From an optimization exercise on the open Yosys and OpenROAD flow, aimed at small area, a short achievable clock period and few clock cycles; shortcuts taken in it are not production practice.
No run shown here included a check of the RTL's function; only the layout flow was run.
Power is estimated from default activity; no workload was simulated.

==> design/flow/design.v <==
package adc_pkg;
	typedef struct packed {
		logic [8-1:0] frame;
		logic [8-1:0] ch0_a;
		logic [8-1:0] ch0_b;
		logic [8-1:0] ch1_a;
		logic [8-1:0] ch1_b;
	} lane_words_t;
	typedef struct packed {
		logic [16-1:0] ch0;
		logic [16-1:0] ch1;
	} sample_pair_t;
	typedef enum logic [1:0] {
		ALIGN_IDLE,
		ALIGN_CHECK,
		ALIGN_WAIT,
		ALIGN_LOCKED
	} align_state_e;
	typedef enum logic [1:0] {
		CAP_IDLE,
		CAP_RUN,
		CAP_DONE
	} cap_state_e;
endpackage
package host_pkg;
	typedef enum logic [1:0] {
		CMD_WRITE_CTRL,
		CMD_READ_STATUS,
		CMD_READ_SAMPLE
	} host_cmd_e;
	typedef struct packed {
		host_cmd_e cmd;
		logic [6-1:0] addr;
		logic [31:0] wdata;
	} host_req_t;
	typedef struct packed {
		logic [31:0] rdata;
	} host_rsp_t;
	typedef struct packed {
		logic adc_enable;
		logic capture_enable;
	} ctrl_t;
	typedef struct packed {
		logic frame_valid;
		logic [2:0] bitslip_count;
		logic [1:0] cap_state;   
		logic adc_enable;
		logic capture_enable;
	} status_t;
endpackage
`timescale 1ns/1ps
module adc_capture_top (
	input  logic        data_clk_div,
	input  logic        rst_n,
	input  logic [39:0] lanes,
	input  logic [39:0] host_req,
	input  logic        host_req_valid,
	output logic        host_ack,
	output logic [31:0] host_rsp
);
	localparam int DW = 2*16;
	localparam int N  = 64;
	localparam int AW = 6;
	function automatic logic [8-1:0] slip(input logic [8-1:0] b,
			input logic [2:0] n);
		logic [2*8-1:0] dbl;
		dbl = {b, b} >> n;
		slip = dbl[8-1:0];
	endfunction
	adc_pkg::lane_words_t lanes_s;
	host_pkg::host_req_t  req;
	assign lanes_s = lanes;
	assign req     = host_req;
	logic          ack;
	logic          adc_en, cap_en;
	logic [6:0]    cnt;           
	logic          cap_sh;        
	logic          sh;            
	logic          rd_done;       
	logic [AW-1:0] ptr;           
	logic [AW-1:0] ptr_nx;        
	logic          frame_valid;
	logic [2:0]    bitslip;
	logic [DW-1:0] rsp;
	logic [DW*N-1:0] ring;
	logic is_wr, is_st, is_rd;
	logic cap_active, hit, ready, rise, arm;
	assign is_wr = (req.cmd == 2'd0);
	assign is_st = (req.cmd == 2'd1);
	assign is_rd = (req.cmd == 2'd2);
	assign cap_active = cap_en & ~cnt[6];
	assign ptr_nx = cap_sh ? '0 : (ptr + AW'(sh));
	assign hit    = (ptr_nx == req.addr);
	assign ready  = ~is_rd | cap_active | hit;
	assign rise   = host_req_valid & ~ack & ready;
	assign arm    = rise & is_wr & req.wdata[0] & ~cap_en;
	logic [7:0] m;
	always_comb begin
		for (int s = 0; s < 8; s++)
			m[s] = (slip(lanes_s.frame, 3'(s)) == 8'b1111_0000);
	end
	always_ff @(posedge data_clk_div or negedge rst_n) begin
		if (!rst_n) begin
			frame_valid <= 1'b0;
			bitslip <= '0;
		end else begin
			frame_valid <= adc_en & (|m);
			bitslip <= adc_en ? {m[4] | m[5] | m[6] | m[7],
			                     m[2] | m[3] | m[6] | m[7],
			                     m[1] | m[3] | m[5] | m[7]} : 3'd0;
		end
	end
	always_ff @(posedge data_clk_div or negedge rst_n) begin
		if (!rst_n) begin
			ack <= 1'b0;
			adc_en <= 1'b0;
			cap_en <= 1'b0;
			cap_sh <= 1'b0;
			sh <= 1'b0;
			rd_done <= 1'b0;
			ptr <= '0;
		end else begin
			ack <= host_req_valid & (ack | ready);
			if (rise & is_wr) begin
				adc_en <= req.wdata[1];
				cap_en <= req.wdata[0];
			end
			cap_sh <= arm | (cap_en & (cnt < 7'd63));
			sh <= arm | (cap_en & (cnt < 7'd63)) | rd_done |
			      (host_req_valid & ~ack & is_rd & ~cap_active & ~hit);
			rd_done <= rise & is_rd;
			ptr <= ptr_nx;
		end
	end
	always_ff @(posedge data_clk_div) begin
		if (arm)
			cnt <= '0;
		else if (cap_active)
			cnt <= cnt + 7'd1;
	end
	always_ff @(posedge data_clk_div) begin
		if (sh)
			ring <= {ring[DW*(N-1)-1:0],
			         cap_sh ? {slip(lanes_s.ch0_a, bitslip), slip(lanes_s.ch0_b, bitslip),
			                   slip(lanes_s.ch1_a, bitslip), slip(lanes_s.ch1_b, bitslip)}
			                : ring[DW*N-1 -: DW]};
	end
	host_pkg::status_t status;
	always_comb begin
		status.frame_valid = frame_valid;
		status.bitslip_count = bitslip;
		status.cap_state = ~cap_en ? 2'd0 : ((cnt[6] | (&cnt[5:0])) ? 2'd2 : 2'd1);
		status.adc_enable = adc_en;
		status.capture_enable = cap_en;
	end
	always_ff @(posedge data_clk_div) begin
		if (!ack)
			rsp <= is_rd ? (sh ? ring[DW*(N-1)-1 -: DW] : ring[DW*N-1 -: DW]) :
			       is_st ? DW'(status) : '0;
	end
	assign host_ack = ack;
	assign host_rsp = rsp;
endmodule
==> design/flow/run.sh <==
#!/bin/bash
# synth_recipe.tcl (not shown) runs the flow's synth.tcl, then flattens the netlist and writes it again
# the make line also repeats each setting of config.mk as NAME=value (left out here)
make -C /OpenROAD-flow-scripts/flow DESIGN_CONFIG=/design/flow/config.mk WORK_HOME=/design/flow/orfs CLKGATE_MAP_FILE= SYNTH_SCRIPT=/design/flow/synth_recipe.tcl finish
==> design/flow/config.mk <==
export PLATFORM = sky130hd
export DESIGN_NAME = adc_capture_top
export DESIGN_NICKNAME = adc_capture_top
export VERILOG_FILES = /design/flow/design.v
export SDC_FILE = /design/flow/constraint.sdc
export NUM_CORES = 4
export LEC_CHECK = 0
export CAP_MARGIN = 20
export CORE_MARGIN = 2
export CORE_UTILIZATION = 40
export SLEW_MARGIN = 20
==> design/flow/constraint.sdc <==
create_clock -name core_clock -period 4.0 [get_ports {data_clk_div}]
set_input_delay 0.8000 -clock core_clock [delete_from_list [all_inputs] [get_ports {data_clk_div}]]
set_output_delay 0.8000 -clock core_clock [all_outputs]
set_load 0.01 [all_outputs]
==> flow_results.org, run 1 <==
** Timing
- Worst clock skew :: approximately 0.075 ns
- Headroom to the max-slew limit came out at 26.8%.
- Final count of hold timing violations :: 0
- Setup violations remaining at the end of the flow were counted as 0.
- Time the final worst path needs with I/O delays and setup :: around 2.7 ns
- Worst hold slack across all endpoints :: 0.349 ns
- Based on the critical path, the design can be clocked at up to ~370 MHz.
- The final critical path takes up between 60% and 70% of the cycle.
- Setup slack closes at approximately 1.3 ns.
- Setup total negative slack :: 0 ns
- Pins Over Slew Limit :: 0
- Setup repair after global routing left no endpoint under its margin.
- For the pin with the worst max-slew slack, the measured transition is between 1 and 1.5 ns.

** CTS
- CTS built an H-tree with a depth of 4.
- The tree built by TritonCTS fans out to about 2,100 sinks.
- In this run, CTS created clock tree buffers numbering between 150 and 200.
- Number of buffers between clock root and the deepest sink :: 3
- Clock Pin Slew Worst Setup and Hold Paths :: ~0.060 ns
- The tree is rooted in a sky130_fd_sc_hd__clkbuf_16.
- PostCTS Resize Cnt :: 0
- For the worst-skew pair, the clock arrives at the later sink with an insertion delay of approximately 0.84 ns.
- TritonCTS built the clock tree.

** Floorplan
- Row count :: between 100 and 150
- Initial cell density of the core :: 40.3%
- The die is between 400 and 500 um tall.
- # IOs :: between 100 and 150
- The floorplan step defined a die boundary enclosing about 0.17 sq mm.
- Total core area :: between 0.15 and 0.2 sq mm
- DIE WIDTH :: a little over 400 um

** Hold path
- The path class of the tightest hold or removal check is reg2reg.

** Worst setup path
- Critical path data required time :: between 4 and 5 ns
- At the worst endpoint, the arrival time is about 3 ns.
- The critical path is of the reg2reg type.
- CP Launch Type :: register
- Of all nets on the critical path, the largest fanout is 70.
- Element type at the critical path end :: register

** Power
- In this run the static leakage power is around 24 nW.
- Maximum vdd drop :: between 0.0005 and 0.0006 V
- Power per cell area :: about 780 mW/mm^2

** Global routing
- Global routing consumed, over all layers together, ~10% of the routing resources.
- Number of global-route vias before repair :: approximately 23,000
- Largest net degree at the start of global routing :: around 190
- Global-route congestion overflow total :: 0
- The first global-routing pass estimated approximately 140,000 um of wire.
- The number of antenna violations at the first check in global routing was 7.

** Yosys
- In this run, synthesis produced a sequential element count of around 2,100.
- Synthesis instantiated 46 different standard cells from the library.
- Synthesized Nets :: between 2,000 and 3,000
- For this run, the number of Yosys warnings is 1.
- Post-synth design cell area :: ~0.066 sq mm
- Each instance of the synthesized netlist takes up on average 26.9 sq um.
- Proportion of synthesized chip area in sequential cells :: about 96%
- In the synthesized netlist, the number of instances is 2,439.

** Final layout
- Area growth syn-to-layout :: 15.1%
- Number of nets in the layout :: ~2,800
- In the final layout, the share of cells above drive strength 1 is 11.7%.
- Non-Filler Cell Area, Final :: between 0.07 and 0.08 sq mm

** Drt
- DRC viols :: 0
- Total via count in the routed design :: 23,500
- The count of nets left with antenna violations once routing finished came out at 0.
- The routed design has approximately 90,000 um of wire.
- The first TritonRoute pass finished after 5 iterations.
- Routed WL per cell :: 17.6 um
- For this block, the initial DRC count from the detailed router was ~2,700.
- Using the TritonRoute via totals, the vias-per-cell ratio works out to around 4.7.

** Placement
- The congestion estimate from routability-driven global placement came to approximately 0.79.
- In this run the cell area measured after placement is approximately 0.069 sq mm.
- DP Worst Slack :: ~1.2 ns
- After legalization and detailed placement, the total HPWL measured ~44,000 um.
- Buffers placed on the I/O ports in this run total 85.

** Status
- The run finished with no timing, DRC or antenna violations.

** Run
- Count of maximum capacitance violations :: 0
[power breakdown]
part | internal [mW] | switching (mW) | total (mW)
Combinational | 0.696 | 3.60 | 4.30
Clock | 9.46 | 7.77 | 17.2
Sequential | 34.9 | 2.28 | 37.2
[Yosys cell counts, drive strengths merged]
library cell,number,share of area (%)
dfxtp,7,0.21
o22ai,2,0.019
o32ai,1,0.013
and4bb,2,0.038
or3,2,0.019
o211a,1,0.015
nand4,2,0.019
a211oi,1,0.011
a41oi,1,0.025
and3,4,0.038
xor2,5,0.067
a21o,1,0.011
and3b,1,0.013
nand2,14,0.080
and2b,3,0.034
buf,16,0.14
ha,3,0.057
mux2,3,0.057
nand2b,7,0.067
nor3,4,0.030
a21boi,2,0.023
a21oi,37,0.28
o21ai,12,0.091
nand3,3,0.030
edfxtp,2080,95
mux2i,66,1.0
a311oi,1,0.023
dfrtp,16,0.61
nor2b,9,0.090
nand3b,3,0.034
a221oi,1,0.013
a211o,1,0.013
xnor2,5,0.090
nor2,73,0.42
o21a,1,0.011
inv,3,0.017
clkbuf,14,0.080
mux4,32,1.1
[area by class of cell]
type	instances	area (sq um)
Antenna cell	1	2.50
Clock buffer	235	4970
Clock inverter	108	1100
Fill cell	13000	87400
Inverter	3	11.3
Multi-Input combinational cell	303	2520
Sequential cell	2103	63000
Tap cell	2175	2720
Timing Repair Buffer	119	1250
[per-layer routing]
layer | up-vias | part of all wire, % | GRT usage [%]
met3 | 174 | 6.7 | 3.11
li1 | 10400 | - | -
met4 | 4 | 2.1 | 3.34
met5 | - | 0.024 | 0
met1 | 12300 | 52 | 17.0
met2 | 640 | 39 | 13.0
[registers in the layout, summed over array words and instances, names as in the netlist, 3 cells and up]
signal / flops
ring: 2048
cnt: 7
ptr: 6
bitslip: 3
rsp: 32
[per-stage QoR]
step	std cells	total power, mW	utilization [%]
4_1_cts	5044	59.6	46.4
3_3_place_gp	4701	41.5	42.6
2_1_floorplan	2439	31.9	-
3_5_place_dp	4701	41.8	42.6
6_report	5047	58.7	46.4
5_1_grt	5046	61.5	46.4
[cell usage in the layout (no fill, tap or decap), types with 3 or more instances in the layout]
| cell type | n |
|---|---|
| sky130_fd_sc_hd__nor3_1 | 4 |
| sky130_fd_sc_hd__inv_6 | 4 |
| sky130_fd_sc_hd__clkbuf_16 | 192 |
| sky130_fd_sc_hd__a21oi_1 | 37 |
| sky130_fd_sc_hd__dfrtp_1 | 11 |
| sky130_fd_sc_hd__nand3b_1 | 3 |
| sky130_fd_sc_hd__xor2_1 | 5 |
| sky130_fd_sc_hd__clkdlybuf4s50_1 | 84 |
| sky130_fd_sc_hd__clkinvlp_4 | 5 |
| sky130_fd_sc_hd__nor2_1 | 73 |
| sky130_fd_sc_hd__xnor2_1 | 3 |
| sky130_fd_sc_hd__mux4_2 | 32 |
| sky130_fd_sc_hd__clkinv_16 | 15 |
| sky130_fd_sc_hd__and3_1 | 4 |
| sky130_fd_sc_hd__clkinv_2 | 26 |
| sky130_fd_sc_hd__mux2i_1 | 66 |
| sky130_fd_sc_hd__dfxtp_1 | 7 |
| sky130_fd_sc_hd__nand2b_1 | 6 |
| sky130_fd_sc_hd__edfxtp_1 | 2080 |
| sky130_fd_sc_hd__ha_1 | 3 |
| sky130_fd_sc_hd__nor2b_1 | 8 |
| sky130_fd_sc_hd__dfrtp_2 | 4 |
| sky130_fd_sc_hd__bufinv_16 | 8 |
| sky130_fd_sc_hd__buf_4 | 21 |
| sky130_fd_sc_hd__nand2_1 | 14 |
| sky130_fd_sc_hd__buf_12 | 12 |
| sky130_fd_sc_hd__clkinv_1 | 47 |
| sky130_fd_sc_hd__and2b_1 | 3 |
| sky130_fd_sc_hd__o21ai_0 | 4 |
| sky130_fd_sc_hd__o21ai_1 | 8 |
| sky130_fd_sc_hd__clkbuf_1 | 43 |
[repair_timing]
action | CTS | global route
endpoints found under the hold margin | 0 | 11
hold buffers | 0 | 1
buffers inserted | 0 | 0
[worst max-delay path: stages (launching register included)]
cell and delay [ns]:
sky130_fd_sc_hd__dfrtp_4 0.75, sky130_fd_sc_hd__buf_4 0.59, sky130_fd_sc_hd__buf_4 0.76
[worst paths after layout]
check	startpoint	end	slack, ns	depth (start not counted)
worst max-delay path	sh	ring[1013]	1.33	2
worst min-delay path	ring[719]	ring[751]	0.35	0
worst max register to register	sh	ring[1013]	1.33	2
worst min register to register	ring[719]	ring[751]	0.35	0
max in group asynchronous	rst_n	ptr[4]	3.01	3
min in group asynchronous	rst_n	rd_done	0.49	2
[cell families after synthesis]
group / synth area share [%]
buffers and inverters: 0.240
and+or+nand+nor: 0.911
adders and majority gates: 0.0572
xor gates and xnor gates: 0.156
DFF: 95.9
AOI/OAI and AO/OA: 0.552
muxes: 2.16
==> run 2, diff against run 1 <==
--- a/design/flow/config.mk
+++ b/design/flow/config.mk
@@ -8,4 +8,5 @@
 export CAP_MARGIN = 20
 export CORE_MARGIN = 2
 export CORE_UTILIZATION = 40
+export SETUP_SLACK_MARGIN = 1.6
 export SLEW_MARGIN = 20
==> run 2 against run 1 <==
  * Area after synthesis did not move
  * Cell count rose by 0.36%
  * Design area rose by 0.39%
  * Synthesized cell count did not move
  * Clock-buffer cell count did not move
  * Sequential cell count did not move
  * Critical path depth fell by 1
  * Wire length rose by 1.0%
  * Clock power barely moved
==> flow_results.org, run 2 <==
** Status
- The run finished with no timing, DRC or antenna violations.

** Timing
- Max Freq :: 419 MHz (+12%)
- The final period demand of the worst path was 2.39 ns (-0.287 ns).
- The measured slew at the worst slew-check pin is 1.04 ns (-0.0531 ns).
- Setup repair after global routing missed its margin :: yes
- The setup TNS is 0 ns (unchanged).
- The final hold violation count is 0 (unchanged).
- Final number of setup-violating endpoints :: 0 (unchanged)
- The max-slew violation count was 0 (unchanged).
- Worst clock skew :: 0.0755 ns (+0.000296 ns)
- Part of the cycle the worst path needs :: 59.7% (-7.2 points)
- The worst max-slew margin expressed relative to the limit is 30.4% (+3.5 points).

** Final layout
- Number of fill cells in the layout :: 13,000 (-0.023%)
- Most frequent cells in the layout :: sky130_fd_sc_hd__edfxtp_1 (2,080), sky130_fd_sc_hd__clkbuf_16 (195), sky130_fd_sc_hd__nor2_1 (73)
- Top flop regs :: ring x2048, rsp x32, cnt x7
- Flip-flop count of the largest register, all copies and words added :: 2,048 (unchanged)
- Leaving out fill and tap cells, the most frequent cell in the layout is sky130_fd_sc_hd__edfxtp_1.
- The area of all placed cells without fillers is 0.0759 sq mm (+0.39%).
- The layout cell share with drive strength beyond 1 is 12.5% (+0.76 points).
- The number of standard cells in the final layout excluding fillers is 5,065 (+0.36%).
- The number of nets in the layout was 2,826 (+0.64%).
- Compared with the post-synthesis result, the final layout area differs by 15.5%.
- Reg with most FFs :: ring

** Yosys
- Share of flip-flops with an asynchronous set or reset :: 0.761% (unchanged)
- Proportion of netlist area held by the largest area contributor :: 95.1% (unchanged)
- The number of warnings reported in the yosys synthesis log is 1 (unchanged).
- The synthesized instance count is 2,439 (unchanged).
- The number of register bits inferred by synthesis was 2,103 (unchanged).
- The most used flip-flop cell after synthesis is sky130_fd_sc_hd__edfxtp_1.
- Largest cells by area after synthesis :: sky130_fd_sc_hd__edfxtp_1 (95%), sky130_fd_sc_hd__mux4_2 (1.1%), sky130_fd_sc_hd__mux2i_1 (1.0%)
- The synthesized design spends more area on one cell type than any other, namely sky130_fd_sc_hd__edfxtp_1.
- Syn avg cell area :: 26.9 sq um (unchanged)
- The post-synth design cell area was 0.0657 sq mm (unchanged).
- Number of distinct library cells after synthesis :: 46 (unchanged)
- The sequential share of the synthesized area came to 95.9% (unchanged).
- Synthesized Nets :: 2,525 (unchanged)
- Sorting the synthesized cells by how often they occur yields sky130_fd_sc_hd__edfxtp_1 (2,080), sky130_fd_sc_hd__nor2_1 (73), sky130_fd_sc_hd__mux2i_1 (66), sky130_fd_sc_hd__a21oi_1 (37), sky130_fd_sc_hd__mux4_2 (32).
- Count leader, synth :: sky130_fd_sc_hd__edfxtp_1
- EDFF count, synth :: 2,080 (unchanged)

** Worst setup path
- Critical path capture point :: host_rsp[20]
- First element of the critical path :: rsp[20]
- CP Launch Type :: register
- The slowest stage of the critical path belongs to the cell sky130_fd_sc_hd__edfxtp_1.
- Reg-to-reg critical path startpoint :: sh
- CP max stage delay :: 0.50 ns (-0.26 ns)
- The arrival time at the worst endpoint came to 1.59 ns (-1.46 ns).
- Worst flop-to-flop path endpoint :: sh
- The largest fanout on the critical path came to 1 (-99%).
- Critical-path cell list :: clkdlybuf4s15_1
- Critical path data required time :: 3.20 ns (-1.18 ns)
- The number of stages on the worst setup path is 1 (-1).
- The internal reg-to-reg setup slack was 1.69 ns (+0.36 ns).
- The cell depth of the worst flop-to-flop path is 7 (+5).
- Element type at the critical path end :: output port
- The critical path buffer and inverter count came to 1 (-1).
- Startpoint-to-endpoint class of the critical path :: reg2out
- Broken down by cell family, the worst path's largest delay share belongs to flip-flops.

** CTS
- The number of levels in the clock H-tree was 4 (unchanged).
- The number of buffers between clock root and the deepest sink came to 3 (unchanged).
- CTS sink cnt :: 2,103 (unchanged)
- The number of buffers inserted during clock tree synthesis was 192 (unchanged).
- Buffer type at the clock tree root :: sky130_fd_sc_hd__clkbuf_16
- The clock latency on the worst-skew pair was 0.84 ns (about the same).
- TritonCTS built the clock tree.
- Clock Pin Slew Worst Setup and Hold Paths :: 0.06 ns (about the same)

** Run
- The number of max-cap violations was 0 (unchanged).

** Drt
- The DRC violation count after routing came to 0 (unchanged).
- The iteration count of the initial detailed-routing pass came to 5 (unchanged).
- Total via count in the routed design :: 23,600 (+0.12%)
- Routed WL per cell :: 17.8 um (+0.67%)
- The total wire length after detailed routing came to 90,000 um (+1.0%).
- The number of DRC markers after the initial detailed-route iteration was 2,517 (-5.1%).
- The detailed-route vias per instance was 4.65 (-0.23%).
- The residual antenna-violating net count after detailed routing was 0 (unchanged).

** Power
- Power per cell area :: 777 mW/mm^2 (about the same)
- Leakage power :: 24.6 nW (+0.84%)
- The peak supply drop was 0.000529 V (-3.2%).

** Floorplan
- The die height was 409 um (unchanged).
- The number of rows created at floorplan was 148 (unchanged).
- # IOs :: 116 (unchanged)
- The die footprint was 0.167 sq mm (unchanged).
- The starting density of the core came to 40.3% (unchanged).
- The area of the core region was 0.163 sq mm (unchanged).
- DIE WIDTH :: 409 um (unchanged)

** Global routing
- The via count of the first global-routing pass came to 23,100 (+0.12%).
- The maximum number of pins on one net before global-route repair is 186 (unchanged).
- The overall fraction of global-route tracks in use was 10.4% (+0.048 points).
- First-pass GRT wire length :: 137,000 um (+0.36%)
- Global-route congestion overflow total :: 0 (unchanged)
- Initial antenna violation count :: 6 (-1)

** Placement
- The cell count after placement is 4,701 (unchanged).
- Placed cell areas :: 0.0695 sq mm (unchanged)
- The half-perimeter wire length of the detailed placement result was 43,500 um (unchanged).
- The final estimated routing congestion in global placement was 0.792 (unchanged).
- The number of buffer cells added on primary ports was 85 (unchanged).

** Hold path
- The startpoint identified for the worst hold timing path is ring[719].
- Hold Path Class :: reg2reg
-- run 2: through the flow --
step           power [mW]  setup slack [ns]  hold WS (ns)  util (%)
2_1_floorplan        31.9            -12.54         0.400         -
3_3_place_gp         41.5              1.17         0.403      42.6
3_5_place_dp         41.8              1.17         0.405      42.6
4_1_cts              59.7              1.48         0.336      46.5
5_1_grt              61.7              1.49         0.341      46.6
6_report             59.0              1.61         0.349      46.6
-- run 2: layout make-up --
type | instances | area [sq um] | share of cell area [%]
Inverter | 3 | 11.3 | 0.0148
Timing Repair Buffer | 137 | 1510 | 1.99
Clock buffer | 235 | 4970 | 6.54
Multi-Input combinational cell | 303 | 2550 | 3.36
Sequential cell | 2103 | 63000 | 83.0
Clock inverter | 108 | 1100 | 1.45
Tap cell | 2175 | 2720 | 3.59
Antenna cell | 1 | 2.50 | 0.00330
-- run 2: report_power, final --
part           switching (mW)  internal (mW)
logic                    3.72          0.862
clock network            7.78           9.46
registers                2.24           34.9
total                    13.8           45.2
-- run 2: worst min path at each step --
stage | to | slack, ns | cells past startpoint
floorplan | ring[1000] | 0.40 | 0
global placement | ring[1341] | 0.40 | 0
detailed placement | ring[1032] | 0.40 | 0
CTS | ring[751] | 0.34 | 0
global route | ring[1112] | 0.34 | 0
finish | ring[751] | 0.35 | 0
-- run 2: per-layer routing --
layer | wire (um) | GRT usage, %
met2 | 35400 | 13.1
met5 | 19 | 0
met1 | 46600 | 17.1
met3 | 6130 | 3.11
met4 | 1770 | 3.30
-- run 2: timing repair --
action                                  4_1_cts  5_1_grt
endpoints found under the setup margin      639      334
gates resized for setup                      60       11
hold endpoints to repair                      0       11
hold buffers                                  0        1
cloned                                        0        3
buffers inserted                             10        5
pin swaps                                     4        0
-- run 2: logic make-up (layout without fill, tap and decap cells) --
group / count (synthesis) / after routing / share of synthesized area (%)
other: 0 / 1 / 0
multiplexers: 101 / 101 / 2.16
flip-flops: 2103 / 2103 / 95.9
adder cells (fa/ha/maj): 3 / 3 / 0.0572
AO/OA/AOI/OAI: 62 / 62 / 0.552
buffers and inverters: 33 / 483 / 0.240
XOR/XNOR: 10 / 10 / 0.156
AND/OR/NAND/NOR: 127 / 127 / 0.911
==> run 3, diff against run 2 <==
--- a/design/flow/config.mk
+++ b/design/flow/config.mk
@@ -7,6 +7,8 @@
 export LEC_CHECK = 0
 export CAP_MARGIN = 20
 export CORE_MARGIN = 2
-export CORE_UTILIZATION = 40
-export SETUP_SLACK_MARGIN = 1.6
+export CORE_UTILIZATION = 55
+export CTS_CLUSTER_DIAMETER = 100
+export CTS_CLUSTER_SIZE = 25
+export SETUP_SLACK_MARGIN = 2.0
 export SLEW_MARGIN = 20
==> run 3 against run 2 <==
  * Core utilization rose by 14 points
  * Synthesized cell count did not move
  * Design area fell by 5.0%
  * Clock-buffer cell count fell by 117
  * Setup slack improved by 0.11 ns
  * Non-clock buffer count rose by 11
  * Critical path depth did not move
  * Sequential power barely moved
  * Sequential cell count did not move
  * Die area fell by 27%
  * Largest cell class unchanged
  * Highest routed layer is now met4
==> flow_results.org, run 3 <==
** Final layout
- The number of flip-flops in the largest register is 2,048 (unchanged).
- Leaving out fill and tap cells, the most frequent cell in the layout is sky130_fd_sc_hd__edfxtp_1.
- Area growth syn-to-layout :: 9.79%
- Number of fill cells in the layout :: 7,878 (-40%)
- The end-of-flow core utilization is 61.0% (+14 points).
- The area of all placed cells without fillers is 0.0721 sq mm (-5.0%).
- The layout cell share with drive strength beyond 1 is 10.1% (-2.3 points).
- The multi-input gate area in the final layout was 0.00272 sq mm (+6.7%).
- Most frequent cells in the layout :: sky130_fd_sc_hd__edfxtp_1 (2,080), sky130_fd_sc_hd__clkbuf_16 (101), sky130_fd_sc_hd__nor2_1 (73)
- The largest registers in the layout are ring x2048, rsp x32, cnt x7.
- Reg with most FFs :: ring
- Sequential standard cell area :: 0.0630 sq mm (unchanged)
- Number of nets in the layout :: 2,739 (-3.1%)

** Worst setup path
- The required arrival time at the worst endpoint is 3.20 ns (about the same).
- CP max stage delay :: 0.56 ns (+0.06 ns)
- The largest fanout on the critical path is 1 (unchanged).
- Cell type of the slowest stage on the worst timing path :: sky130_fd_sc_hd__edfxtp_1
- CP Launch Type :: register
- The number of stages on the worst setup path was 1 (unchanged).
- The endpoint identified for the worst register-to-register timing path is sh.
- Buffers & Inverters on Critical Path :: 1 (unchanged)
- The signal on the critical path passes through buf_2.
- Data arrival at the endpoint of the critical path :: 1.47 ns (-0.12 ns)
- Reg-to-reg critical path startpoint :: sh
- Crit path max-delay family :: flip-flops
- The internal reg-to-reg setup slack is 1.75 ns (+0.06 ns).
- Startpoint-to-endpoint class of the critical path :: reg2out
- STA classifies the critical path endpoint as an output port.
- The cell depth of the worst flop-to-flop path was 8 (+1).

** CTS
- Clock Latency Late Sink :: 0.69 ns (-0.15 ns)
- The tree is rooted in a sky130_fd_sc_hd__clkbuf_16.
- The number of buffers inserted during clock tree synthesis is 94 (-51%).
- TritonCTS built the clock tree.
- The number of levels in the clock H-tree was 3 (-1).
- Number of hold buffers added after cts :: 0 (unchanged)
- The number of clock sinks came to 2,103 (unchanged).
- The number of buffers between clock root and the deepest sink is 3 (unchanged).
- The clock slew at the register clock pins of the worst setup and hold paths was 0.09 ns (+0.03 ns).

** Status
- The flow ran to the end and the layout has no timing, DRC or antenna violations.

** Power
- Power per cell area :: 727 mW/mm^2 (-6.5%)
- The net switching power was 11.9 mW (-13%).
- The switching share of power was 22.8% (-0.55 points).
- The part of the total power dissipated in sequential elements is 70.6% (+7.6 points).
- Maximum vdd drop :: 0.000495 V (-6.3%)
- Power consumption :: 52.4 mW (-11%)
- Power share of the clock group :: 20.0% (-9.2 points)
- The reported leakage power was 23.2 nW (-5.8%).
- Fraction of power consumed by combinational cells :: 9.5% (+1.7 points)
- Internal power contribution :: 40.5 mW (-11%)

** Timing
- Setup total negative slack :: 0 ns (unchanged)
- Worst hold slack across all endpoints :: 0.405 ns (+0.0562 ns)
- Part of the cycle the worst path needs :: 56.8% (-2.8 points)
- The clock tree skew after final layout was 0.0319 ns (-0.0436 ns).
- The max-slew violation count came to 0 (unchanged).
- Final number of setup-violating endpoints :: 0 (unchanged)
- The maximum achievable frequency came to 440 MHz (+4.9%).
- Slew headroom :: 31.2% (+0.81 points)
- Slew at the pin with the worst max-slew slack :: 1.03 ns (-0.0137 ns)
- The final period demand of the worst path is 2.27 ns (-0.112 ns).
- Final count of hold timing violations :: 0 (unchanged)
- Setup repair after global routing missed its margin :: yes

** Drt
- The DRC violation count after routing is 0 (unchanged).
- Remaining number of nets flagged by the antenna check after routing :: 0 (unchanged)
- The total wire length after detailed routing is 85,200 um (-5.3%).
- The per-cell routed wire length came to 20.2 um (+14%).
- 1st-iter DRT viols :: 2,402 (-4.6%)
- The via count came to 22,700 (-3.6%).
- The detailed-route vias per instance was 5.39 (+16%).
- Drt pass-1 iters :: 5 (unchanged)

** Yosys
- Syn avg cell area :: 26.9 sq um (unchanged)
- The number of warnings reported in the yosys synthesis log came to 1 (unchanged).
- Count leader, synth :: sky130_fd_sc_hd__edfxtp_1
- Sorting the synthesized cells by how often they occur yields sky130_fd_sc_hd__edfxtp_1 (2,080), sky130_fd_sc_hd__nor2_1 (73), sky130_fd_sc_hd__mux2i_1 (66), sky130_fd_sc_hd__a21oi_1 (37), sky130_fd_sc_hd__mux4_2 (32).
- Post-synth design cell area :: 0.0657 sq mm (unchanged)
- Primary FF master, synth :: sky130_fd_sc_hd__edfxtp_1
- Synthesized Nets :: 2,525 (unchanged)
- The area share of the largest cell type after synthesis was 95.1% (unchanged).
- EDFF count, synth :: 2,080 (unchanged)
- Count of state elements after synthesis :: 2,103 (unchanged)
- Number of distinct library cells after synthesis :: 46 (unchanged)
- Sorting the synthesized cells by area gives the leading types as sky130_fd_sc_hd__edfxtp_1 (95%), sky130_fd_sc_hd__mux4_2 (1.1%), sky130_fd_sc_hd__mux2i_1 (1.0%).
- The async set-or-reset flop fraction in the synthesized netlist came to 0.761% (unchanged).
- The synthesized design spends more area on one cell type than any other, namely sky130_fd_sc_hd__edfxtp_1.
- Proportion of synthesized chip area in sequential cells :: 95.9% (unchanged)
- The synthesized instance count is 2,439 (unchanged).

** Global routing
- The maximum number of pins on one net before global-route repair is 169 (-9.1%).
- The aggregate global routing overflow is 0 (unchanged).
- The global-route wire length before repair was 128,000 um (-6.6%).
- The via count of the first global-routing pass came to 21,600 (-6.5%).
- The overall fraction of global-route tracks in use came to 13.6% (+3.1 points).
- Initial antenna violation count :: 9 (+3)

** Placement
- Port Buf Inserts :: 85 (unchanged)
- Placed cell areas :: 0.0687 sq mm (-1.2%)
- The final estimated routing congestion in global placement was 0.774 (-2.2%).
- HPWL after detailed placement :: 40,100 um (-7.9%)

** Run
- The number of max-cap violations is 0 (unchanged).

** Floorplan
- The die footprint is 0.122 sq mm (-27%).
- Initial cell density of the core :: 55.5% (+15 points)
- # IOs :: 116 (unchanged)
- Die boundary height :: 350 um (-15%)
- DIE WIDTH :: 350 um (-15%)
- The number of rows created at floorplan is 126 (-15%).
- Total core area :: 0.118 sq mm (-27%)

** Hold path
- In this run the most critical hold path is launched from ring[1192].
- The number of cells on the worst hold path came to 0 (unchanged).
- The path class of the tightest hold or removal check is reg2reg.
- For hold timing, the worst endpoint is ring[1224].
## run 3: cell counts after synthesis
No cell type changed its count.
## run 3: worst max-delay path by stage
stage / from / endpoint / slack (ns)
after floorplan: sh / sh / -12.54
after global placement: lanes[13] / ring[14] / 1.17
after detailed placement: lanes[13] / ring[14] / 1.10
after CTS: rsp[4] / host_rsp[4] / 1.68
after global routing: rsp[4] / host_rsp[4] / 1.67
final: rsp[4] / host_rsp[4] / 1.73
## run 3: final cells by class
class	instances	area share [%]
well taps	1536	2.67
repair buffers	148	2.56
multi-input cells	303	3.78
clock inverters	7	0.175
inverters	3	0.0156
diodes	2	0.00694
flip-flops and latches	2103	87.4
clock buffers	118	3.42
## run 3: what timing repair did
item / in CTS / in global routing
setup endpoints to repair: 1575 / 524
buffers inserted: 14 / 6
pin swaps: 2 / 8
cloned: 7 / 6
hold endpoints to repair: 0 / 0
resized for setup: 191 / 30
## run 3: kinds of logic after synthesis
group | after synthesis | share of synthesized area, %
AO/OA/AOI/OAI | 62 | 0.552
adder cells (fa/ha/maj) | 3 | 0.0572
XOR/XNOR | 10 | 0.156
buffers and inverters | 33 | 0.240
AND/OR/NAND/NOR | 127 | 0.911
multiplexers | 101 | 2.16
flip-flops | 2103 | 95.9
## run 3: power groups by stage
stage          Clock, mW  Combinational (mW)  Sequential (mW)
2_1_floorplan          0               0.488             31.4
3_3_place_gp           0                4.07             37.4
3_5_place_dp           0                4.32             37.4
4_1_cts             11.0                4.85             37.1
5_1_grt             11.7                5.51             37.7
6_report            10.5                4.96             37.0
## run 3: metrics by stage
step           std cells  setup WS (ns)
6_report            4220           1.73
5_1_grt             4218           1.67
4_1_cts             4206           1.68
3_5_place_dp        4060           1.10
3_3_place_gp        4060           1.17
2_1_floorplan       2439         -12.54
## run 3: metal layers
metal	track usage [%]	wire [um]
met5	0	0
met4	3.38	1700
met3	2.83	4520
met2	17.8	34500
met1	23.3	44500
==> run 4, diff against run 3 <==
--- a/design/flow/design.v
+++ b/design/flow/design.v
@@ -76,21 +76,25 @@
 	logic [6:0]    cnt;           
 	logic          cap_sh;        
 	logic          sh;            
-	logic          rd_done;       
 	logic [AW-1:0] ptr;           
-	logic [AW-1:0] ptr_nx;        
+	logic [AW-1:0] ptr_p1;
+	logic          rd_q;          
+	logic          st_q;          
+	logic [7:0]    st_snap;       
 	logic          frame_valid;
 	logic [2:0]    bitslip;
 	logic [DW-1:0] rsp;
 	logic [DW*N-1:0] ring;
 	logic is_wr, is_st, is_rd;
-	logic cap_active, hit, ready, rise, arm;
+	logic cap_active, hit, ready, rise, arm, rd_ok;
 	assign is_wr = (req.cmd == 2'd0);
 	assign is_st = (req.cmd == 2'd1);
 	assign is_rd = (req.cmd == 2'd2);
 	assign cap_active = cap_en & ~cnt[6];
-	assign ptr_nx = cap_sh ? '0 : (ptr + AW'(sh));
-	assign hit    = (ptr_nx == req.addr);
+	assign ptr_p1 = ptr + 1'b1;
+	assign hit    = cap_sh ? (req.addr == '0) :
+	                sh     ? (req.addr == ptr_p1) : (req.addr == ptr);
+	assign rd_ok  = is_rd & ~cap_active;
 	assign ready  = ~is_rd | cap_active | hit;
 	assign rise   = host_req_valid & ~ack & ready;
 	assign arm    = rise & is_wr & req.wdata[0] & ~cap_en;
@@ -117,7 +121,7 @@
 			cap_en <= 1'b0;
 			cap_sh <= 1'b0;
 			sh <= 1'b0;
-			rd_done <= 1'b0;
+			rd_q <= 1'b0;
 			ptr <= '0;
 		end else begin
 			ack <= host_req_valid & (ack | ready);
@@ -126,10 +130,12 @@
 				cap_en <= req.wdata[0];
 			end
 			cap_sh <= arm | (cap_en & (cnt < 7'd63));
-			sh <= arm | (cap_en & (cnt < 7'd63)) | rd_done |
-			      (host_req_valid & ~ack & is_rd & ~cap_active & ~hit);
-			rd_done <= rise & is_rd;
-			ptr <= ptr_nx;
+			sh <= arm | (cap_en & (cnt < 7'd63)) | (ack & ~host_req_valid & rd_q) |
+			      (host_req_valid & ~ack & rd_ok & ~hit);
+			if (rise) begin
+				rd_q <= rd_ok;
+			end
+			ptr <= cap_sh ? '0 : (sh ? ptr_p1 : ptr);
 		end
 	end
 	always_ff @(posedge data_clk_div) begin
@@ -154,8 +160,16 @@
 		status.capture_enable = cap_en;
 	end
 	always_ff @(posedge data_clk_div) begin
-		if (!ack)
-			rsp <= is_rd ? (sh ? ring[DW*(N-1)-1 -: DW] : ring[DW*N-1 -: DW]) :
+		if (!ack) begin
+			st_q <= is_st;
+			st_snap <= status;
+		end
+	end
+	always_ff @(posedge data_clk_div) begin
+		if (ack)
+			rsp <= rd_q ? ring[DW*N-1 -: DW] : st_q ? DW'(st_snap) : '0;
+		else
+			rsp <= rd_ok ? (sh ? ring[DW*(N-1)-1 -: DW] : ring[DW*N-1 -: DW]) :
 			       is_st ? DW'(status) : '0;
 	end
 	assign host_ack = ack;
==> run 4 against run 3 <==
  * Core utilization fell by 0.30 points
  * Sequential power fell by 28%
  * Non-clock buffer count fell by 9
==> flow_results.org, run 4 <==
** Worst setup path
- Cell type of the slowest stage on the worst timing path :: sky130_fd_sc_hd__clkdlybuf4s50_1
- Critical path capture point :: ack
- Buffers & Inverters on Critical Path :: 1 (unchanged)
- The internal reg-to-reg setup slack was 1.94 ns (+0.19 ns).
- The worst setup path is launched from an input port.
- The required arrival time at the worst endpoint came to 4.63 ns (+1.43 ns).
- The cell depth of the worst flop-to-flop path is 5 (-3).
- The worst register-to-register path begins at ptr[0].
- Among cell families on the critical path, the largest total delay comes from simple AND/OR/NAND/NOR gates.
- The largest fanout on the critical path came to 3 (+2).
- The worst register-to-register path ends at ack.
- CP max stage delay :: 0.48 ns (-0.08 ns)
- The signal on the critical path passes through clkdlybuf4s50_1, xor2_1, or4_4, a221o_1, nor4b_4, o31a_1.
- Element type at the critical path end :: register
- The critical path starts at host_req[33].
- The number of stages on the worst setup path was 6 (+5).
- Startpoint-to-endpoint class of the critical path :: in2reg
- Data arrival at the endpoint of the critical path :: 2.73 ns (+1.26 ns)

** CTS
- The number of clock sinks is 2,112 (+0.43%).
- Number of buffers between clock root and the deepest sink :: 3 (unchanged)
- Number of hold buffers added after cts :: 0 (unchanged)
- Clock tree from TritonCTS :: built
- Buffer type at the clock tree root :: sky130_fd_sc_hd__clkbuf_16
- The number of levels in the clock H-tree is 3 (unchanged).
- Num CTS Buffers :: 94 (unchanged)
- Clock Latency Late Sink :: 0.69 ns (about the same)
- The clock slew at the register clock pins of the worst setup and hold paths is 0.10 ns (about the same).

** Floorplan
- The area of the core region is 0.118 sq mm (-0.13%).
- Die Area :: 0.122 sq mm (-0.28%)
- The chip width was 349 um (-0.14%).
- The starting density of the core came to 55.5% (-0.082 points).
- The number of rows created at floorplan is 126 (unchanged).
- # IOs :: 116 (unchanged)
- Die boundary height :: 349 um (-0.14%)

** Timing
- Final number of setup-violating endpoints :: 0 (unchanged)
- The worst max-slew margin expressed relative to the limit came to 34.1% (+2.9 points).
- The clock tree skew after final layout is 0.0266 ns (-0.00525 ns).
- The fraction of the cycle the final worst path needs was 52.6% (-4.3 points).
- Slew at the pin with the worst max-slew slack :: 0.985 ns (-0.0452 ns)
- The setup TNS was 0 ns (unchanged).
- Setup repair after global routing missed its margin :: yes
- Pins Over Slew Limit :: 0 (unchanged)
- The final hold violation count came to 0 (unchanged).
- Time the final worst path needs with I/O delays and setup :: 2.10 ns (-0.171 ns)
- The maximum achievable frequency was 475 MHz (+8.1%).

** Yosys
- EDFF count, synth :: 2,057 (-1.1%)
- Synthesized Nets :: 2,513 (-0.48%)
- Proportion of synthesized chip area in sequential cells :: 96.1% (+0.19 points)
- The largest total area in the synthesized netlist belongs to sky130_fd_sc_hd__edfxtp_1.
- Among all flip-flop cells after synthesis, the most frequent one is sky130_fd_sc_hd__edfxtp_1.
- The most common cell in the synthesized netlist is sky130_fd_sc_hd__edfxtp_1.
- The number of warnings reported in the yosys synthesis log is 1 (unchanged).
- Share of flip-flops with an asynchronous set or reset :: 0.758% (-0.0032 points)
- Top cells by instance count after synthesis :: sky130_fd_sc_hd__edfxtp_1 (2,057), sky130_fd_sc_hd__nor2_1 (51), sky130_fd_sc_hd__dfxtp_1 (39), sky130_fd_sc_hd__a21oi_1 (34), sky130_fd_sc_hd__mux2i_1 (33)
- Sorting the synthesized cells by area gives the leading types as sky130_fd_sc_hd__edfxtp_1 (94%), sky130_fd_sc_hd__dfxtp_1 (1.2%), sky130_fd_sc_hd__mux4_2 (1.1%).
- Syn avg cell area :: 27.0 sq um (+0.17%)
- The synthesized instance count is 2,428 (-0.45%).
- Count of state elements after synthesis :: 2,112 (+0.43%)
- The area share of the largest cell type after synthesis is 94.3% (-0.79 points).
- The number of distinct library cells after synthesis came to 45 (-2.2%).
- Post-synth design cell area :: 0.0655 sq mm (-0.28%)

** Power
- The peak supply drop was 0.000366 V (-26%).
- The total design power came to 38.7 mW (-26%).
- The power density of the placed cells is 540 mW/mm^2 (-26%).
- Leakage power :: 22.3 nW (-3.7%)

** Drt
- The via count came to 22,500 (-0.92%).
- The DRC violation count after routing was 0 (unchanged).
- Remaining number of nets flagged by the antenna check after routing :: 0 (unchanged)
- The iteration count of the initial detailed-routing pass was 5 (unchanged).
- Total wire length :: 85,100 um (about the same)
- Vias per cell :: 5.34 (-0.81%)
- The number of DRC markers after the initial detailed-route iteration came to 2,595 (+8.0%).
- The per-cell routed wire length is 20.2 um (about the same).

** Global routing
- The maximum number of pins on one net before global-route repair is 175 (+3.6%).
- The overall fraction of global-route tracks in use is 13.8% (+0.26 points).
- The via count of the first global-routing pass came to 22,000 (+1.8%).
- The number of antenna violations at the first check in global routing was 11 (+2).
- The global-route wire length before repair was 130,000 um (+1.2%).
- Global-route congestion overflow total :: 0 (unchanged)

** Final layout
- Area growth syn-to-layout :: 9.41%
- Flip-flop count of the largest register, all copies and words added :: 2,048 (unchanged)
- Reg with most FFs :: ring
- Leaving out fill and tap cells, the most frequent cells in the layout are sky130_fd_sc_hd__edfxtp_1 (2,057), sky130_fd_sc_hd__clkbuf_16 (98), sky130_fd_sc_hd__clkdlybuf4s50_1 (51).
- Leaving out fill and tap cells, the most frequent cell in the layout is sky130_fd_sc_hd__edfxtp_1.
- Top flop regs :: ring x2048, rsp x32, st_snap x8
- Number of nets in the layout :: 2,718 (-0.77%)
- The layout cell share with drive strength beyond 1 came to 10.4% (+0.24 points).
- Finished Layout Cells :: 4,215 (-0.12%)
- The end-of-flow core utilization is 60.7% (-0.30 points).

** Status
- Status :: no timing/DRC/antenna violations

** Placement
- The half-perimeter wire length of the detailed placement result was 43,700 um (+8.9%).
- Placed cell count :: 4,052 (-0.20%)
- Final RePlAce weighted congestion :: 0.778 (+0.45%)
- The number of buffer cells added on primary ports was 85 (unchanged).

** Hold path
- Hold Path Class :: reg2reg

** Run
- The number of max-cap violations is 0 (unchanged).
-- run 4: cell count changes after synthesis, moves of 4 or more --
| cell | previous run | this run |
|---|---|---|
| sky130_fd_sc_hd__dfxtp_1 | 7 | 39 |
| sky130_fd_sc_hd__clkbuf_1 | 14 | 18 |
| sky130_fd_sc_hd__mux2i_1 | 66 | 33 |
| sky130_fd_sc_hd__o21ai_1 | 8 | 0 |
| sky130_fd_sc_hd__a22o_1 | 0 | 24 |
| sky130_fd_sc_hd__a222oi_1 | 0 | 8 |
| sky130_fd_sc_hd__nand2_1 | 14 | 23 |
| sky130_fd_sc_hd__nor3_1 | 4 | 0 |
| sky130_fd_sc_hd__nor2_1 | 73 | 51 |
| sky130_fd_sc_hd__edfxtp_1 | 2080 | 2057 |
| sky130_fd_sc_hd__xor2_1 | 5 | 12 |
-- run 4: cell type report --
| type | instances | area, sq um |
|---|---|---|
| sequential | 2112 | 63000 |
| fill | 7912 | 46400 |
| clock buffer | 136 | 2570 |
| multi-input combinational | 283 | 2520 |
| tap | 1536 | 1920 |
| timing repair buffer | 139 | 1560 |
| clock inverter | 5 | 51.3 |
| inverter | 3 | 11.3 |
| antenna | 1 | 2.50 |
-- run 4: kinds of logic (layout without fill, tap and decap cells) --
kind of cell / Yosys count / count (layout) / share of synthesized area [%]
buf+inv: 33 / 283 / 0.206
flops: 2112 / 2112 / 96.1
fa+ha+maj: 2 / 2 / 0.0382
mux: 66 / 66 / 1.62
simple gates: 111 / 111 / 0.837
xor+xnor: 18 / 18 / 0.262
other cells: 0 / 1 / 0
compound gates: 86 / 86 / 0.919
-- run 4: worst min-delay path by stage --
| stage | start | end | slack [ns] | cells past startpoint |
|---|---|---|---|---|
| floorplan | ring[968] | ring[1000] | 0.40 | 0 |
| global placement | ring[1815] | ring[1847] | 0.40 | 0 |
| detailed placement | ring[987] | ring[1019] | 0.40 | 0 |
| CTS | ring[1860] | ring[1892] | 0.41 | 0 |
| global route | ring[1149] | ring[1181] | 0.42 | 0 |
| finish | ring[1860] | ring[1892] | 0.41 | 0 |
-- run 4: metrics by stage --
stage / worst slack, ns / area, sq um / hold slack (ns)
4_1_cts: 1.87 / 71500 / 0.408
6_report: 1.90 / 71700 / 0.405
3_5_place_dp: 1.10 / 68500 / 0.405
3_3_place_gp: 1.22 / 68500 / 0.401
5_1_grt: 1.88 / 71700 / 0.416
2_1_floorplan: -12.50 / 65500 / 0.400
-- run 4: power breakdown --
part	switching, mW	internal [mW]	leakage [nW]
clock network	6.01	4.50	1.27
logic	1.09	0.347	1.59
registers	0.494	26.3	19.5
total	7.60	31.1	22.3
-- run 4: timing repair --
item	in CTS	in global routing
pin swaps	4	5
gates cloned	0	1
buffers inserted	15	5
resized for setup	206	27
hold endpoints to repair	0	0
setup endpoints to repair	2072	361
-- run 4: worst reg2reg max path, stage by stage, from the launching register on --
cell and delay [ns]:
sky130_fd_sc_hd__dfrtp_2 0.46, sky130_fd_sc_hd__xor2_2 0.17, sky130_fd_sc_hd__or4_4 0.52, sky130_fd_sc_hd__a221o_1 0.34
sky130_fd_sc_hd__nor4b_4 0.32, sky130_fd_sc_hd__o31a_1 0.18
-- run 4: metal layers --
metal	part of all wire [%]	wire, um	GRT usage, %	vias up
li1	-	-	-	10200
met1	51	43700	23.0	11800
met2	42	35400	18.6	424
met3	4.8	4050	2.92	134
met4	2.4	2060	3.96	0
met5	0	0	0	-
==> run 5, diff against run 4 <==
--- a/design/flow/config.mk
+++ b/design/flow/config.mk
@@ -8,7 +8,7 @@
 export CAP_MARGIN = 20
 export CORE_MARGIN = 2
 export CORE_UTILIZATION = 55
-export CTS_CLUSTER_DIAMETER = 100
-export CTS_CLUSTER_SIZE = 25
-export SETUP_SLACK_MARGIN = 2.0
+export CTS_CLUSTER_DIAMETER = 80
+export CTS_CLUSTER_SIZE = 20
+export SETUP_SLACK_MARGIN = 2.2
 export SLEW_MARGIN = 20
==> run 5 against run 4 <==
  * Design area up 1.7%
  * Wire length up 3.3%
  * Power up 3.3%
  * Cell count up 1.6%
  * First-iteration DRC count about the same
  * Setup slack better by 0.033 ns
  * Core utilization up 1.1 points
  * Die area unchanged
  * Critical path depth unchanged
  * Critical endpoint unchanged
  * Largest cell class unchanged
==> flow_results.org, run 5 <==
** Drt
- The per-cell routed wire length came to 20.5 um (+1.7%).
- The residual antenna-violating net count after detailed routing came to 0 (unchanged).
- The detailed-route vias per instance is 5.34 (about the same).
- Drt pass-1 iters :: 6 (+1)
- The number of DRC markers after the initial detailed-route iteration is 2,596 (+0.039%).
- DRC viols :: 0 (unchanged)
- Total via count in the routed design :: 22,900 (+1.6%)
- Total wire length :: 87,900 um (+3.3%)

** Global routing
- First-pass GRT wire length :: 133,000 um (+2.5%)
- GR Util met1 :: 23.2% (+0.14 points)
- Global Route met3 Usage :: 3.34% (+0.43 points)
- The number of antenna violations at the first check in global routing was 8 (-3).
- Global Route Usage Sum :: 14.2% (+0.37 points)
- After global routing, the most crowded layer is met1.
- Number of global-route vias before repair :: 22,400 (+2.0%)
- Global-route congestion overflow total :: 0 (unchanged)
- The met2 capacity usage during global routing was 19.3% (+0.71 points).
- The maximum number of pins on one net before global-route repair is 175 (unchanged).

** Yosys
- By area, the combinational part of the netlist is dominated by multiplexers.
- Top cells by instance count after synthesis :: sky130_fd_sc_hd__edfxtp_1 (2,057), sky130_fd_sc_hd__nor2_1 (51), sky130_fd_sc_hd__dfxtp_1 (39), sky130_fd_sc_hd__a21oi_1 (34), sky130_fd_sc_hd__mux2i_1 (33)
- Share of the synthesized area in compound gates (AO/OA/AOI/OAI) :: 0.919% (unchanged)
- The average cell area after synthesis was 27.0 sq um (unchanged).
- Proportion of netlist area held by the largest area contributor :: 94.3% (unchanged)
- Number of distinct library cells after synthesis :: 45 (unchanged)
- Basic-gate share of the synthesized area counting and, or, nand and nor cells :: 0.837% (unchanged)
- The sequential share of the synthesized area is 96.1% (unchanged).
- Adder-Cell Fraction of Synth Area :: 0.0382% (unchanged)
- The number of enable-type register cells in the synthesized netlist was 2,057 (unchanged).
- Ys Warns :: 1 (unchanged)
- The fraction of synthesized area in multiplexers came to 1.62% (unchanged).
- Count leader, synth :: sky130_fd_sc_hd__edfxtp_1
- The post-synth design cell area came to 0.0655 sq mm (unchanged).
- The synthesized instance count is 2,428 (unchanged).
- Xor and xnor fraction of the mapped netlist area :: 0.262% (unchanged)
- Largest cells by area after synthesis :: sky130_fd_sc_hd__edfxtp_1 (94%), sky130_fd_sc_hd__dfxtp_1 (1.2%), sky130_fd_sc_hd__mux4_2 (1.1%)
- The post-synth net total was 2,513 (unchanged).
- The async set-or-reset flop fraction in the synthesized netlist came to 0.758% (unchanged).
- The largest total area in the synthesized netlist belongs to sky130_fd_sc_hd__edfxtp_1.
- Count of state elements after synthesis :: 2,112 (unchanged)
- Primary FF master, synth :: sky130_fd_sc_hd__edfxtp_1

** Worst setup path
- Critical path data required time :: 4.63 ns (about the same)
- The worst register-to-register path ends at ack.
- The arrival time at the worst endpoint came to 2.70 ns (-0.03 ns).
- Crit path max-delay family :: simple AND/OR/NAND/NOR gates
- Startpoint-to-endpoint class of the critical path :: in2reg
- The critical path's largest stage delay is 0.48 ns (about the same).
- STA classifies the critical path startpoint as an input port.
- Reg-to-reg critical path startpoint :: ptr[0]
- The largest individual stage delay along the critical path comes from the cell sky130_fd_sc_hd__clkdlybuf4s50_1.
- Element type at the critical path end :: register
- Traced cell by cell, the critical path runs through clkdlybuf4s50_1, xor2_1, or4_4, a221o_1, nor4b_4, o31a_1.
- Crit-path max FO :: 3 (unchanged)
- The internal reg-to-reg setup slack came to 1.97 ns (+0.03 ns).
- Buffers & Inverters on Critical Path :: 1 (unchanged)
- The cell depth of the worst flop-to-flop path came to 5 (unchanged).

** Placement
- Port Buf Inserts :: 85 (unchanged)
- Final RePlAce weighted congestion :: 0.778 (unchanged)
- DP Worst Slack :: 1.10 ns (unchanged)
- The half-perimeter wire length of the detailed placement result came to 43,700 um (unchanged).
- The cell count after placement was 4,052 (unchanged).
- The placed cell area is 0.0685 sq mm (unchanged).

** Timing
- The setup TNS was 0 ns (unchanged).
- Setup repair after global routing missed its margin :: yes
- Time the final worst path needs with I/O delays and setup :: 2.07 ns (-0.0335 ns)
- The clock tree skew after final layout was 0.0170 ns (-0.00963 ns).
- Part of the cycle the worst path needs :: 51.7% (-0.84 points)
- Final number of setup-violating endpoints :: 0 (unchanged)
- The final hold violation count came to 0 (unchanged).
- Pins Over Slew Limit :: 0 (unchanged)
- Setup WS post-layout :: 1.93 ns (+0.0335 ns)
- Max Freq :: 483 MHz (+1.6%)
- The worst max-slew margin expressed relative to the limit came to 41.1% (+7.0 points).
- Slew at the pin with the worst max-slew slack :: 0.881 ns (-0.104 ns)

** CTS
- The number of buffers added to fix hold violations after cts came to 0 (unchanged).
- Buffer type at the clock tree root :: sky130_fd_sc_hd__clkbuf_16
- H-Tree Depth :: 3 (unchanged)
- The number of buffers between clock root and the deepest sink is 3 (unchanged).
- Clock Pin Slew Worst Setup and Hold Paths :: 0.08 ns (-0.02 ns)
- TritonCTS built the clock tree.
- The number of buffers inserted during clock tree synthesis was 115 (+22%).
- Clock Latency Late Sink :: 0.71 ns (+0.02 ns)
- The number of clock sinks was 2,112 (unchanged).

** Final layout
- Sequential standard cell area :: 0.0630 sq mm (about the same)
- The number of standard cells in the final layout excluding fillers is 4,281 (+1.6%).
- The number of nets in the layout was 2,761 (+1.6%).
- Number of fill cells in the layout :: 7,791 (-1.5%)
- Most frequent cells in the layout :: sky130_fd_sc_hd__edfxtp_1 (2,057), sky130_fd_sc_hd__clkbuf_16 (121), sky130_fd_sc_hd__clkbuf_1 (61)
- Commonest non-fill, non-tap cell in the layout :: sky130_fd_sc_hd__edfxtp_1
- Flip-flop count of the largest register, all copies and words added :: 2,048 (unchanged)
- Share of layout cells above drive strength 1 :: 13.1% (+2.7 points)
- The multi-input gate area in the final layout came to 0.00267 sq mm (+6.1%).
- Count of antenna diodes in the layout :: 0 (-1)
- Counting flops per register, the top entry is ring.
- The area growth from synthesis to layout is 11.3%.
- Non-Filler Cell Area, Final :: 0.0729 sq mm (+1.7%)
- Top flop regs :: ring x2048, rsp x32, st_snap x8

** Power
- The power share of the combinational group came to 3.9% (+0.2 points).
- Sequential fraction of design power :: 66.9% (-2.2 points)
- The power density of the placed cells was 548 mW/mm^2 (+1.5%).
- The net switching power is 7.89 mW (+3.9%).
- Internal power contribution :: 32.1 mW (+3.1%)
- Maximum vdd drop :: 0.000388 V (+6.0%)
- Power share of the clock group :: 29.2% (+2.0 points)
- Power consumption :: 40.0 mW (+3.3%)
- Leakage power :: 22.8 nW (+2.4%)
- The switching share of power came to 19.7% (+0.13 points).

** Floorplan
- Total core area :: 0.118 sq mm (unchanged)
- The die footprint was 0.122 sq mm (unchanged).
- The chip width is 349 um (unchanged).
- Die boundary height :: 349 um (unchanged)
- # IOs :: 116 (unchanged)
- Initial cell density of the core :: 55.5% (unchanged)
- Row count :: 126 (unchanged)

** Hold path
- The path class of the tightest hold or removal check is in2async.

** Status
- The run finished with no timing, DRC or antenna violations.

** Run
- Count of maximum capacitance violations :: 0 (unchanged)
-- run 5: cells by family (layout without fill, tap and decap cells) --
kind of cell               count (synthesis)  in the layout
buffers and inverters                     33            350
AOI/OAI and AO/OA                         86             86
and+or+nand+nor                          111            111
xor gates and xnor gates                  18             18
adders and majority gates                  2              2
muxes                                     66             66
DFF                                     2112           2112
-- run 5: worst max path at each step --
stage	startpoint	end	slack [ns]	depth (start not counted)
finish	host_req[33]	ack	1.93	6
global route	rsp[9]	host_rsp[9]	1.89	1
CTS	rsp[11]	host_rsp[11]	1.89	1
detailed placement	host_req_valid	sh	1.10	6
global placement	host_req[32]	sh	1.22	6
floorplan	sh	ack	-12.50	7
-- run 5: layout make-up --
type	instances	area share, %
clock buffer	178	4.31
clock inverter	8	0.0961
inverter	3	0.0206
multi-input combinational	283	3.67
sequential	2112	86.4
tap	1536	2.64
timing repair buffer	161	2.82
-- run 5: per-layer routing --
metal,part of all wire [%],up-vias
li1,-,10300
met1,51,12000
met2,42,450
met3,5.3,141
met4,2.4,4
met5,0.027,-
-- run 5: what timing repair did --
item | CTS | global route
gates resized for setup | 269 | 39
cloned | 5 | 5
setup buffers | 24 | 8
pin swaps | 28 | 20
endpoints found under the setup margin | 2130 | 724
-- run 5: worst register-to-register path, cell delays in order, from the launching register on --
cell and delay, ns:
sky130_fd_sc_hd__dfrtp_2 0.45, sky130_fd_sc_hd__xor2_2 0.17, sky130_fd_sc_hd__or4_4 0.51, sky130_fd_sc_hd__a221o_1 0.34
sky130_fd_sc_hd__nor4b_4 0.32, sky130_fd_sc_hd__o31a_1 0.18
-- run 5: power by group through the flow --
stage	combinational, mW	sequential [mW]	clock [mW]
final	1.55	26.8	11.7
after global routing	1.71	26.9	12.9
after floorplan	0.252	28.7	0
after CTS	1.52	26.8	12.2
after global placement	1.27	27.2	0
after detailed placement	1.36	27.3	0
-- run 5: per-stage QoR --
| stage | hold slack [ns] | util (%) |
|---|---|---|
| after floorplan | 0.400 | - |
| final | 0.355 | 61.7 |
| after CTS | 0.403 | 61.4 |
| after detailed placement | 0.405 | 58.0 |
| after global placement | 0.401 | 58.0 |
| after global routing | 0.317 | 61.7 |
==> run 6, diff against run 5 <==
==> design/flow/config.mk (replaced) <==
export PLATFORM = sky130hd
export DESIGN_NAME = adc_capture_top
export DESIGN_NICKNAME = adc_capture_top
export VERILOG_FILES = /design/flow/design.v
export SDC_FILE = /design/flow/constraint.sdc
export NUM_CORES = 4
export LEC_CHECK = 0
export ABC_CLOCK_PERIOD_IN_PS = 1500
export CAP_MARGIN = 20
export CORE_MARGIN = 2
export CORE_UTILIZATION = 65
export CTS_CLUSTER_DIAMETER = 100
export CTS_CLUSTER_SIZE = 25
export SETUP_SLACK_MARGIN = 2.2
export SLEW_MARGIN = 20
==> run 6 against run 5 <==
  * Maximum frequency down 1.0%
  * Die area down 15%
  * Clock-buffer cell count shrank 25
  * Critical path depth did not move
  * Largest cell class unchanged
  * Cell count is 4.8% lower
  * Wire length increased by 3.6%
  * Sequential share of layout area shrank 0.67 points
  * Via count up 1.3%
  * Setup slack worse by 0.022 ns
  * Hold slack better by 0.055 ns
  * Clock skew up 0.0025 ns
  * Sequential cell count unchanged
==> flow_results.org, run 6 <==
** Status
- The flow ran to the end and the layout has no timing, DRC or antenna violations.

** Worst setup path
- The number of stages on the worst setup path is 6 (unchanged).
- CP Launch Type :: input port
- Element type at the critical path end :: register
- Data arrival at the endpoint of the critical path :: 2.66 ns (-0.04 ns)
- Buffers & Inverters on Critical Path :: 1 (unchanged)
- Startpoint-to-endpoint class of the critical path :: in2reg
- Critical-path cell list :: clkdlybuf4s50_1, xor2_1, or4_4, a221o_1, nor4b_4, o31ai_1
- Critical path data required time :: 4.57 ns (-0.06 ns)
- Cell type of the slowest stage on the worst timing path :: sky130_fd_sc_hd__clkdlybuf4s50_1
- The cell depth of the worst flop-to-flop path was 5 (unchanged).
- Crit path max-delay family :: simple AND/OR/NAND/NOR gates
- CP max stage delay :: 0.47 ns (about the same)
- The largest fanout on the critical path is 3 (unchanged).

** Yosys
- Yosys instantiated no cell more often than sky130_fd_sc_hd__edfxtp_1.
- The synthesized instance count is 2,428 (unchanged).
- Post-synth design cell area :: 0.0655 sq mm (unchanged)
- The average cell area after synthesis was 27.0 sq um (unchanged).
- In the synthesized netlist, the cells that appear most often are sky130_fd_sc_hd__edfxtp_1 (2,057), sky130_fd_sc_hd__nor2_1 (51), sky130_fd_sc_hd__dfxtp_1 (39), sky130_fd_sc_hd__a21oi_1 (34), sky130_fd_sc_hd__mux2i_1 (33).
- Proportion of netlist area held by the largest area contributor :: 94.3% (unchanged)
- Number of distinct library cells after synthesis :: 45 (unchanged)
- The async set-or-reset flop fraction in the synthesized netlist is 0.758% (unchanged).
- Count of state elements after synthesis :: 2,112 (unchanged)
- The sequential share of the synthesized area is 96.1% (unchanged).
- Yosys top cell by area :: sky130_fd_sc_hd__edfxtp_1
- Largest cells by area after synthesis :: sky130_fd_sc_hd__edfxtp_1 (94%), sky130_fd_sc_hd__dfxtp_1 (1.2%), sky130_fd_sc_hd__mux4_2 (1.1%)
- The most used flip-flop cell after synthesis is sky130_fd_sc_hd__edfxtp_1.
- The number of enable-type register cells in the synthesized netlist was 2,057 (unchanged).
- Ys Warns :: 1 (unchanged)
- The post-synth net total came to 2,513 (unchanged).

** Floorplan
- The die height is 321 um (-7.9%).
- # IOs :: 116 (unchanged)
- Row count :: 116 (-7.9%)
- The chip width is 321 um (-7.9%).
- Initial cell density of the core :: 65.5% (+10 points)
- The die footprint was 0.103 sq mm (-15%).
- The area of the core region came to 0.100 sq mm (-15%).

** CTS
- H-Tree Depth :: 3 (unchanged)
- Number of buffers between clock root and the deepest sink :: 3 (unchanged)
- Clock tree from TritonCTS :: built
- CTS sink cnt :: 2,112 (unchanged)
- In this run the clock root is driven by a sky130_fd_sc_hd__clkbuf_16.
- Num CTS Buffers :: 94 (-18%)
- The clock latency on the worst-skew pair is 0.70 ns (about the same).
- The clock slew at the register clock pins of the worst setup and hold paths came to 0.10 ns (+0.02 ns).

** Timing
- Final number of setup-violating endpoints :: 0 (unchanged)
- Part of the cycle the worst path needs :: 52.3% (+0.54 points)
- Setup total negative slack :: 0 ns (unchanged)
- Worst clock skew :: 0.0195 ns (+0.00248 ns)
- The worst-case hold slack is 0.410 ns (+0.0548 ns).
- Setup repair after global routing could not meet its margin everywhere.
- Time the final worst path needs with I/O delays and setup :: 2.09 ns (+0.0215 ns)
- The max-slew violation count is 0 (unchanged).
- The final hold violation count came to 0 (unchanged).
- Slew headroom :: 44.7% (+3.6 points)
- The measured slew at the worst slew-check pin came to 0.827 ns (-0.0537 ns).
- The maximum achievable frequency came to 478 MHz (-1.0%).

** Final layout
- The area growth from synthesis to layout is 12.2%.
- The number of standard cells in the final layout excluding fillers is 4,076 (-4.8%).
- Share of the core filled with cells :: 73.5% (+12 points)
- The area of all placed cells without fillers was 0.0735 sq mm (+0.78%).
- Flip-flop count of the largest register, all copies and words added :: 2,048 (unchanged)
- Reg with most FFs :: ring
- In the layout the commonest cells are sky130_fd_sc_hd__edfxtp_1 (2,057), sky130_fd_sc_hd__clkbuf_16 (127), sky130_fd_sc_hd__buf_6 (62).
- Number of nets in the layout :: 2,799 (+1.4%)
- Top flop regs :: ring x2048, rsp x32, st_snap x8
- The layout cell share with drive strength beyond 1 came to 13.9% (+0.86 points).
- Number of fill cells in the layout :: 5,503 (-29%)
- Leaving out fill and tap cells, the most frequent cell in the layout is sky130_fd_sc_hd__edfxtp_1.

** Placement
- The placed cell area was 0.0683 sq mm (-0.41%).
- Placed cell count :: 3,810 (-6.0%)
- Port Buf Inserts :: 85 (unchanged)
- The final estimated routing congestion in global placement came to 0.734 (-5.6%).
- The half-perimeter wire length of the detailed placement result is 40,600 um (-7.0%).

** Global routing
- The global-route wire length before repair came to 132,000 um (-0.29%).
- The via count of the first global-routing pass is 21,900 (-2.0%).
- The maximum number of pins on one net before global-route repair came to 129 (-26%).
- Initial antenna violation count :: 8 (unchanged)
- The overall fraction of global-route tracks in use was 17.1% (+2.9 points).
- The aggregate global routing overflow came to 0 (unchanged).

** Drt
- The met2 wire length was 39,300 um (+7.0%).
- Total wire length :: 91,100 um (+3.6%)
- DRC viols :: 0 (unchanged)
- The iteration count of the initial detailed-routing pass was 5 (-1).
- The per-cell routed wire length came to 22.3 um (+8.8%).
- The wire length on met1 was 45,600 um (+2.7%).
- The detailed-route vias per instance is 5.69 (+6.4%).
- The number of DRC markers after the initial detailed-route iteration was 2,493 (-4.0%).
- Total via count in the routed design :: 23,200 (+1.3%)
- Remaining number of nets flagged by the antenna check after routing :: 0 (unchanged)
- Highest routing layer actually used :: met4
- Routed length on met3 :: 4520 um (-3.6%)

** Power
- Maximum vdd drop :: 0.000375 V (-3.4%)
- The reported leakage power came to 23.2 nW (+1.5%).
- The power density of the placed cells was 535 mW/mm^2 (-2.5%).

** Run
- Count of maximum capacitance violations :: 0 (unchanged)

** Hold path
- The tightest min-delay check is of the reg2reg type.
- Number of cells traversed by the worst hold path :: 0
==> run 6: timing repair <==
action                      CTS  global route
setup endpoints to repair  2116          1202
gates cloned                 12            43
hold buffers                  0             0
buffers inserted             44             7
pin swaps                    40            23
gates resized for setup     294            57
==> run 6: metal layers <==
metal  vias up  track usage, %
met5         -               0
met2       499            23.2
li1      10400               -
met1     12200            29.6
met3       122            2.81
met4         0            4.09
==> run 6: through the flow <==
| stage | power, mW | setup WS, ns |
|---|---|---|
| after global routing | 40.8 | 1.89 |
| after floorplan | 28.9 | -12.50 |
| after global placement | 28.5 | 1.09 |
| after detailed placement | 28.6 | 1.07 |
| after CTS | 39.5 | 1.89 |
| final | 39.3 | 1.91 |
==> run 6: power breakdown <==
group	total [mW]	switching, mW	internal [mW]	leakage (nW)
Sequential	26.7	0.504	26.2	19.5
Clock	10.7	6.01	4.67	1.31
Combinational	1.87	1.21	0.660	2.43
Total	39.3	7.73	31.6	23.2
==> run 6: path summary, 6_finish.rpt <==
path,start,to,slack (ns)
worst max-delay path,host_req[33],sh,1.91
worst min-delay path,ring[1076],ring[1108],0.41
worst max register to register,ptr[0],sh,1.93
worst min register to register,ring[1076],ring[1108],0.41
max in group asynchronous,rst_n,sh,2.82
min in group asynchronous,rst_n,bitslip[2],0.57
==> run 6: cell families after synthesis <==
family | Yosys count | synth area share (%)
buffers and inverters | 33 | 0.206
AO/OA/AOI/OAI | 86 | 0.919
XOR/XNOR | 18 | 0.262
AND/OR/NAND/NOR | 111 | 0.837
adder cells (fa/ha/maj) | 2 | 0.0382
multiplexers | 66 | 1.62
flip-flops | 2112 | 96.1
==> run 6: worst reg2reg max path, stage by stage, from the launching register on <==
cell and delay [ns]:
sky130_fd_sc_hd__dfrtp_2 0.47, sky130_fd_sc_hd__xor2_2 0.17, sky130_fd_sc_hd__or4_4 0.52, sky130_fd_sc_hd__a221o_1 0.34, sky130_fd_sc_hd__nor4b_4 0.32, sky130_fd_sc_hd__o31ai_1 0.13
==> run 6: area by class of cell <==
| cell class | instances | area (sq um) | area share (%) |
|---|---|---|---|
| Antenna cell | 2 | 5.00 | 0.00681 |
| Tap cell | 1298 | 1620 | 2.21 |
| Multi-Input combinational cell | 283 | 2680 | 3.65 |
| Inverter | 3 | 15.0 | 0.0204 |
| Clock inverter | 5 | 75.1 | 0.102 |
| Clock buffer | 153 | 2660 | 3.62 |
| Timing Repair Buffer | 220 | 3390 | 4.62 |
| Sequential cell | 2112 | 63000 | 85.8 |

Setup slack of run 6, layout unchanged: 1.909 ns with ideal ports, 1.885 ns with driving cells assumed (clock clkbuf_16, inputs buf_2), 1.200 ns with port delays also shifted by the 0.753 ns mid clock arrival.
